This is an optimization exercise on Yosys and OpenROAD, whose aim is a short achievable clock period and few clock cycles, not a production implementation.

==> v21 <==
Design lc3b_pipeline, start of the top module:
module lc3b_pipeline
#(
    parameter logic [15:0] RESET_PC = 16'h0000
)
(
    input  logic        clk,
    input  logic        rst,
    output logic        imem_read,
    output logic [15:0] imem_address,
    input  logic        imem_resp,
    input  logic [15:0] imem_rdata,
    output logic        dmem_read,
    output logic        dmem_write,
    output logic [15:0] dmem_address,
    output logic [15:0] dmem_wdata,
    output logic [1:0]  dmem_byte_enable,
    input  logic        dmem_resp,
    input  logic [15:0] dmem_rdata
);
clock: 4.5 ns
lec_check: 0
abc_clock_period_in_ps: 2000
cap_margin: 20
core_margin: 2
core_utilization: 40
setup_slack_margin: 2.5
slew_margin: 20
standard.sh (not shown) runs the stock make flow with config.mk's settings and CLKGATE_MAP_FILE= SYNTH_SCRIPT=/design/flow/synth_recipe.tcl, a recipe that flattens the netlist after the stock synthesis.
==> flow/flow/run.sh <==
#!/bin/bash
# Standard layout with these changes: ports buffered with buf_4 instead of the
# smallest buffer; the resizer free to change a cell's footprint; adders left
# to ABC as plain logic instead of full/half-adder cells; and a few slow
# gates (majority, and the 3x2 AND-OR-invert that comes in one size) kept out of the
# combinational logic, on top of the platform's own don't-use list.
set -euo pipefail
PLATFORM_DONT_USE="sky130_fd_sc_hd__probe_p_8 sky130_fd_sc_hd__probec_p_8 sky130_fd_sc_hd__lpflow_bleeder_1 sky130_fd_sc_hd__lpflow_clkbufkapwr_1 sky130_fd_sc_hd__lpflow_clkbufkapwr_16 sky130_fd_sc_hd__lpflow_clkbufkapwr_2 sky130_fd_sc_hd__lpflow_clkbufkapwr_4 sky130_fd_sc_hd__lpflow_clkbufkapwr_8 sky130_fd_sc_hd__lpflow_clkinvkapwr_1 sky130_fd_sc_hd__lpflow_clkinvkapwr_16 sky130_fd_sc_hd__lpflow_clkinvkapwr_2 sky130_fd_sc_hd__lpflow_clkinvkapwr_4 sky130_fd_sc_hd__lpflow_clkinvkapwr_8 sky130_fd_sc_hd__lpflow_decapkapwr_12 sky130_fd_sc_hd__lpflow_decapkapwr_3 sky130_fd_sc_hd__lpflow_decapkapwr_4 sky130_fd_sc_hd__lpflow_decapkapwr_6 sky130_fd_sc_hd__lpflow_decapkapwr_8 sky130_fd_sc_hd__lpflow_inputiso0n_1 sky130_fd_sc_hd__lpflow_inputiso0p_1 sky130_fd_sc_hd__lpflow_inputiso1n_1 sky130_fd_sc_hd__lpflow_inputiso1p_1 sky130_fd_sc_hd__lpflow_inputisolatch_1 sky130_fd_sc_hd__lpflow_isobufsrc_1 sky130_fd_sc_hd__lpflow_isobufsrc_16 sky130_fd_sc_hd__lpflow_isobufsrc_2 sky130_fd_sc_hd__lpflow_isobufsrc_4 sky130_fd_sc_hd__lpflow_isobufsrc_8 sky130_fd_sc_hd__lpflow_isobufsrckapwr_16 sky130_fd_sc_hd__lpflow_lsbuf_lh_hl_isowell_tap_1 sky130_fd_sc_hd__lpflow_lsbuf_lh_hl_isowell_tap_2 sky130_fd_sc_hd__lpflow_lsbuf_lh_hl_isowell_tap_4 sky130_fd_sc_hd__lpflow_lsbuf_lh_isowell_4 sky130_fd_sc_hd__lpflow_lsbuf_lh_isowell_tap_1 sky130_fd_sc_hd__lpflow_lsbuf_lh_isowell_tap_2 sky130_fd_sc_hd__lpflow_lsbuf_lh_isowell_tap_4"
SLOW="sky130_fd_sc_hd__maj3_1 sky130_fd_sc_hd__maj3_2 sky130_fd_sc_hd__maj3_4 sky130_fd_sc_hd__a222oi_1"
bash standard.sh "BUFFER_PORTS_ARGS=-buffer_cell sky130_fd_sc_hd__buf_4" MATCH_CELL_FOOTPRINT=0 ADDER_MAP_FILE= \
    "DONT_USE_CELLS=$PLATFORM_DONT_USE $SLOW" finish > make_finish.log 2>&1
==> v4: changes against v21 <==
--- a/flow/design.v
+++ b/flow/design.v
@@ -93,25 +93,23 @@
         sum_zero = ~|(t ^ c);
     endfunction
     function automatic logic [2:0] flags(input logic [15:0] v);
         flags = v[15] ? 3'b100 : (v == 16'h0000) ? 3'b010 : 3'b001;
     endfunction
     logic [15:0] pc_f;
+    logic [15:2] pc_hi;
+    logic [1:0]  pc_lo;
     logic        ird;
     logic        d_v;
     logic [15:0] d_ir;
     logic [15:0] d_pc, d_pcn;
     logic [15:0] d_tgt;
     logic [8:0]  d_tlo;
     logic        d_c9, d_xr, d_cross;
     logic [5:0]  hi_inc, hi_dec;
     logic [15:0] d_imm;
-    logic        d_dec;
-    logic [7:0]  d_oh1;
-    logic        e_decv;
-    logic [2:0]  e_decf;
     logic        d_add, d_and, d_not, d_ld, d_st, d_byte, d_br, d_wen, d_use1, d_use2, d_pred;
     logic        e_v;
     logic        e_add, e_and, e_not;
     logic [15:0] e_a, e_b, e_sd;
     logic        e_fsd;
     logic        e_wen, e_load, e_store, e_byte, e_br, e_pred;
@@ -124,13 +122,12 @@
     logic [2:0]  m_dest;
     logic [15:0] m_res;
     logic [15:0] m_addr, m_addr_sh;
     logic [15:0] m_wdata, m_wdata_sh, wd_e;
     logic [1:0]  m_be, m_be_sh, be_e;
     logic [7:0][15:0] rf;
-    logic [7:0]  rf_decz, rf_decn;       
     logic [2:0]  cc;
     logic        stall_m;
     logic [15:0] ld_data;
     logic [15:0] m_val;
     assign dmem_read        = m_rd;
     assign dmem_write       = m_wr;
@@ -154,14 +151,13 @@
     assign alu  = (cy & x1) | (~cy & x0);
     assign z_e  = (e_add & sum_zero(op_a, op_b)) | (e_and & ~|(op_a & op_b)) | (e_not & (&op_a));
     assign sd   = e_fsd ? ld_data : e_sd;
     assign e_redirect = e_tk ? e_brn : e_brt;
     logic [2:0]  s1, s2, s3, dd;
     logic [15:0] r1, r3, ra1, ra2, ra3, b_d;
-    logic        d_redirect, d_res, tk_early, d_want, dec_z, dec_n;
-    logic [15:0] d_rtgt;
+    logic        d_redirect;
     logic        wl1, wl2, wl3, fa_d, fb_d, fsd_d;
     logic [15:0] a_d, b_dn;
     logic        lu_stall, d_go, d_free, d_lu, lu_f;
     assign s1 = d_ir[8:6];
     assign s2 = d_ir[2:0];
     assign s3 = d_ir[11:9];
@@ -179,20 +175,13 @@
     assign hi_dec = dec6(d_pc[15:10]);
     assign d_tgt  = {~d_xr ? d_pc[15:10] : d_c9 ? hi_inc : hi_dec, d_tlo, d_pc[0]};
     assign tk_old = ~m_wen ? |(d_ir[11:9] & cc) :
                     m_load ? |(d_ir[11:9] & flags(ld_data)) : |(d_ir[11:9] & {m_res[15], m_z, m_p});
     assign tk_alu = alu[15] ? d_ir[11] : z_e ? d_ir[10] : d_ir[9];
     assign tk_d   = e_wen ? tk_alu : tk_old;
-    assign d_res      = d_br & e_decv;
-    assign tk_early   = |(d_ir[11:9] & e_decf);
-    assign d_want     = d_res ? tk_early : d_pred;
-    assign d_rtgt     = d_want ? d_tgt : d_pcn;
-    assign d_redirect = d_v & ~e_redirect &
-                        (d_res ? ((tk_early ^ d_pred) | (tk_early & d_cross)) : d_cross);
-    assign dec_z  = |(rf_decz & d_oh1);
-    assign dec_n  = |(rf_decn & d_oh1);
+    assign d_redirect = d_v & d_cross & ~e_redirect;
     assign fa_d   = e_wen & (e_dest == s1);
     assign fb_d   = d_use2 & e_wen & (e_dest == s2);
     assign fsd_d  = e_wen & (e_dest == s3);
     assign a_d    = fa_d ? alu : r1;
     assign b_dn   = fb_d ? alu : b_d;
     assign lu_stall = d_lu;
@@ -201,49 +190,63 @@
     logic [3:0]  f_op;
     logic [15:0] pcn_f, f_next;
     logic [8:0]  t_f;
     logic [9:0]  cy_f;
     logic        cross_f;
     logic [8:0]  lo0_f, lo1_f;
+    logic [15:0] pcq0, pcq1, pc_n;
     logic [15:0] pc_alt, pc_replay;
     logic        pred_f, f_take0, f_take;
+    assign pc_f         = {pc_hi, pc_lo};
     assign imem_read    = ird;
     assign imem_address = pc_f;
     assign f_op         = imem_rdata[15:12];
     assign pcn_f        = pc_f + 16'd2;
     assign cy_f         = carries_ci9(pc_f[9:1], imem_rdata[8:0]);
     assign t_f          = pc_f[9:1] ^ imem_rdata[8:0];
     assign cross_f      = cy_f[9] ^ imem_rdata[8];
     assign lo0_f        = pred_f ? t_f : pcn_f[9:1];
     assign lo1_f        = pred_f ? ~t_f : pcn_f[9:1];
     assign f_next       = {pred_f ? pc_f[15:10] : pcn_f[15:10],
                            (cy_f[8:0] & lo1_f) | (~cy_f[8:0] & lo0_f), pc_f[0]};
-    assign pc_alt       = d_redirect ? d_rtgt : pc_f;
+    assign pcq0 = stall_m ? pc_replay : e_redirect ? e_alt :
+                  f_take0 ? {f_next[15:10], lo0_f, f_next[0]} : pc_alt;
+    assign pcq1 = stall_m ? pc_replay : e_redirect ? e_alt :
+                  f_take0 ? {f_next[15:10], lo1_f, f_next[0]} : pc_alt;
+    assign pc_n = {pcq0[15:10], (cy_f[8:1] & pcq1[9:2]) | (~cy_f[8:1] & pcq0[9:2]), pcq1[1], pcq0[0]};
+    assign pc_alt       = d_redirect ? d_tgt : pc_f;
     assign pc_replay    = e_v ? e_pc : d_v ? d_pc : pc_f;
     assign pred_f       = (f_op == 4'b0000) & (imem_rdata[11:9] != 3'b000) &
                           (imem_rdata[8] | (imem_rdata[11:9] == 3'b111));
     assign f_take0      = imem_resp & d_free & ~d_redirect;
     assign f_take       = f_take0 & ~e_redirect;
     always_ff @(posedge clk)
     begin
         if (rst)
         begin
-            pc_f <= RESET_PC;
-            d_v  <= 1'b0;
+            pc_hi <= RESET_PC[15:2];
+            d_v   <= 1'b0;
         end
         else
         begin
-            pc_f <= stall_m ? pc_replay : e_redirect ? e_alt : f_take0 ? f_next : pc_alt;
+            pc_hi <= pc_n[15:2];
             if (stall_m)
                 d_v <= 1'b0;
             else if (d_free | e_redirect)
                 d_v <= f_take;
         end
     end
     always_ff @(posedge clk)
     begin
+        if (rst)
+            pc_lo <= RESET_PC[1:0];
+        else
+            pc_lo <= pc_n[1:0];
+    end
+    always_ff @(posedge clk)
+    begin
         ird <= ~rst;
     end
     assign lu_f = d_ld & ~stall_m & d_go & ~e_redirect &
                   ((((f_op == 4'b0001) | (f_op == 4'b0101) | (f_op == 4'b1001) | (f_op == 4'b0110) |
                      (f_op == 4'b0010) | (f_op == 4'b0111) | (f_op == 4'b0011)) & (imem_rdata[8:6] == dd)) |
                    (((f_op == 4'b0001) | (f_op == 4'b0101)) & ~imem_rdata[5] & (imem_rdata[2:0] == dd)) |
@@ -257,21 +260,19 @@
     end
     always_ff @(posedge clk)
     begin
         if (d_free)
         begin
             d_ir   <= imem_rdata;
-            d_oh1  <= 8'd1 << imem_rdata[8:6];
             d_pc   <= pc_f;
             d_pcn  <= pcn_f;
             d_tlo  <= t_f ^ cy_f[8:0];
             d_c9   <= cy_f[9];
             d_xr   <= cross_f;
             d_cross <= pred_f & cross_f;
             d_pred <= pred_f;
-            d_dec  <= (f_op == 4'b0001) & imem_rdata[5] & (imem_rdata[4:0] == 5'b11111);
             d_add  <= (f_op == 4'b0001) | (f_op == 4'b0110) | (f_op == 4'b0010) |
                       (f_op == 4'b0111) | (f_op == 4'b0011);
             d_and  <= (f_op == 4'b0101);
             d_not  <= (f_op == 4'b1001);
             d_ld   <= (f_op == 4'b0110) | (f_op == 4'b0010);
             d_st   <= (f_op == 4'b0111) | (f_op == 4'b0011);
@@ -300,24 +301,22 @@
             e_wen   <= 1'b0;
             e_load  <= 1'b0;
             e_store <= 1'b0;
             e_br    <= 1'b0;
             e_brt   <= 1'b0;
             e_brn   <= 1'b0;
-            e_decv  <= 1'b0;
         end
         else
         begin
             e_v     <= e_new;
             e_wen   <= e_new & d_wen;
             e_load  <= e_new & d_ld;
             e_store <= e_new & d_st;
             e_br    <= e_new & d_br;
-            e_brt   <= e_new & d_br & d_want;
-            e_brn   <= e_new & d_br & ~d_want;
-            e_decv  <= e_new & d_dec & ~fa_d & ~(m_wen & (m_dest == s1));
+            e_brt   <= e_new & d_br & d_pred;
+            e_brn   <= e_new & d_br & ~d_pred;
         end
     end
     always_ff @(posedge clk)
     begin
         e_add  <= d_add;
         e_and  <= d_and;
@@ -326,16 +325,15 @@
         e_b    <= b_dn;
         e_sd   <= fsd_d ? alu : r3;
         e_fsd  <= fsd_d & e_load;
         e_byte <= d_byte;
         e_dest <= dd;
         e_nzp  <= d_ir[11:9];
-        e_pred <= d_want;
-        e_decf <= {dec_n, dec_z, ~dec_n & ~dec_z};
+        e_pred <= d_pred;
         e_tk   <= tk_d;
-        e_alt  <= d_want ? d_pcn : d_tgt;
+        e_alt  <= d_pred ? d_pcn : d_tgt;
         e_pc   <= d_pc;
     end
     always_ff @(posedge clk)
     begin
         if (rst)
         begin
@@ -392,19 +390,15 @@
     always_ff @(posedge clk)
     begin
         if (rst)
         begin
             for (int i = 0; i < 8; i++)
                 rf[i] <= 16'h0000;
-            rf_decz <= 8'h00;
-            rf_decn <= 8'hff;
             cc <= 3'b000;
         end
         else if (m_wen)
         begin
             rf[m_dest] <= m_val;
-            rf_decz[m_dest] <= (m_val == 16'h0001);
-            rf_decn[m_dest] <= (m_val == 16'h0000) | (m_val[15] & (m_val != 16'h8000));
             cc         <= m_load ? flags(ld_data) : {m_res[15], m_z, m_p};
         end
     end
 endmodule
==> impl_metrics.sql <==
INSERT INTO impl_metrics (metric_group, metric, value, unit) VALUES
('floorplan', 'floorplan.core_area', '49050', 'µm²'),
('clocking', 'worstSkewPairLatency', '0.59', 'ns'),
('final_layout', 'final_net_count', '2296', ''),
('status', 'outcome', 'finished clean', ''),
('sta', 'hold_slack', '0.3399', 'ns'),
('sta', 'max_freq', '372.6', 'MHz'),
('grt', 'grt_pass1_vias', '16050', ''),
('final_layout', 'area_of_the_multi_input_gates', '11840', 'µm²'),
('final_layout', 'nFlopsAndLatches', '389', ''),
('synth', 'synth_top_family_by_area', 'multiplexers', ''),
('sta', 'fin_worst_skew', '0.02652', 'ns'),
('synth', 'synth_edf_count', '107', '');
That was v4.
==> impl_metrics.sql <==
INSERT INTO impl_metrics (metric_group, metric, value, unit) VALUES
('synth', 'synth_top_family_by_area', 'compound AO/OA/AOI/OAI gates', ''),
('synth', 'synth_edf_count', '116', ''),
('final_layout', 'nFlopsAndLatches', '417', ''),
('sta', 'fin_worst_skew', '0.04271', 'ns'),
('sta', 'hold_slack', '0.3392', 'ns'),
('floorplan', 'floorplan.core_area', '52550', 'µm²'),
('status', 'outcome', 'finished clean', '');
That was v21.
Function was not checked in any run of this note: the RTL went through the layout flow alone.

-- re-timing with driven ports --
How much do the figures lean on ideal ports? The routed layouts below were timed once more, with nothing changed but the port constraints.
Step 1 sets driving cells, clkbuf_16 on the clock port and buf_2 on the other inputs (assumed; they add their load-dependent delay and slew).
Step 2 adds t to the input delays and takes it off the output delays; t is the mean of the earliest and latest rising clock arrival at the registers after step 1. Input paths then give back, and output paths get back, about the clock's delay inside the block.
a / b / c = ideal ports / drivers / drivers and shift; a / b = the first two.
run	t, ns	setup WS [ns]	clock arrival spread, ns	worst register clock-pin slew, ns	worst slew at a driven data input, ns
v21	0.660	1.871 / 1.859 / 1.199	0.046 / 0.046	0.07 / 0.07	0.11
v4	0.633	1.816 / 1.816 / 1.454	0.027 / 0.027	0.06 / 0.06	0.08
After both steps every run listed still meets setup and hold. The setup slack of v21, which loses most, moves by -0.012 ns with the drivers and by -0.672 ns with both steps.
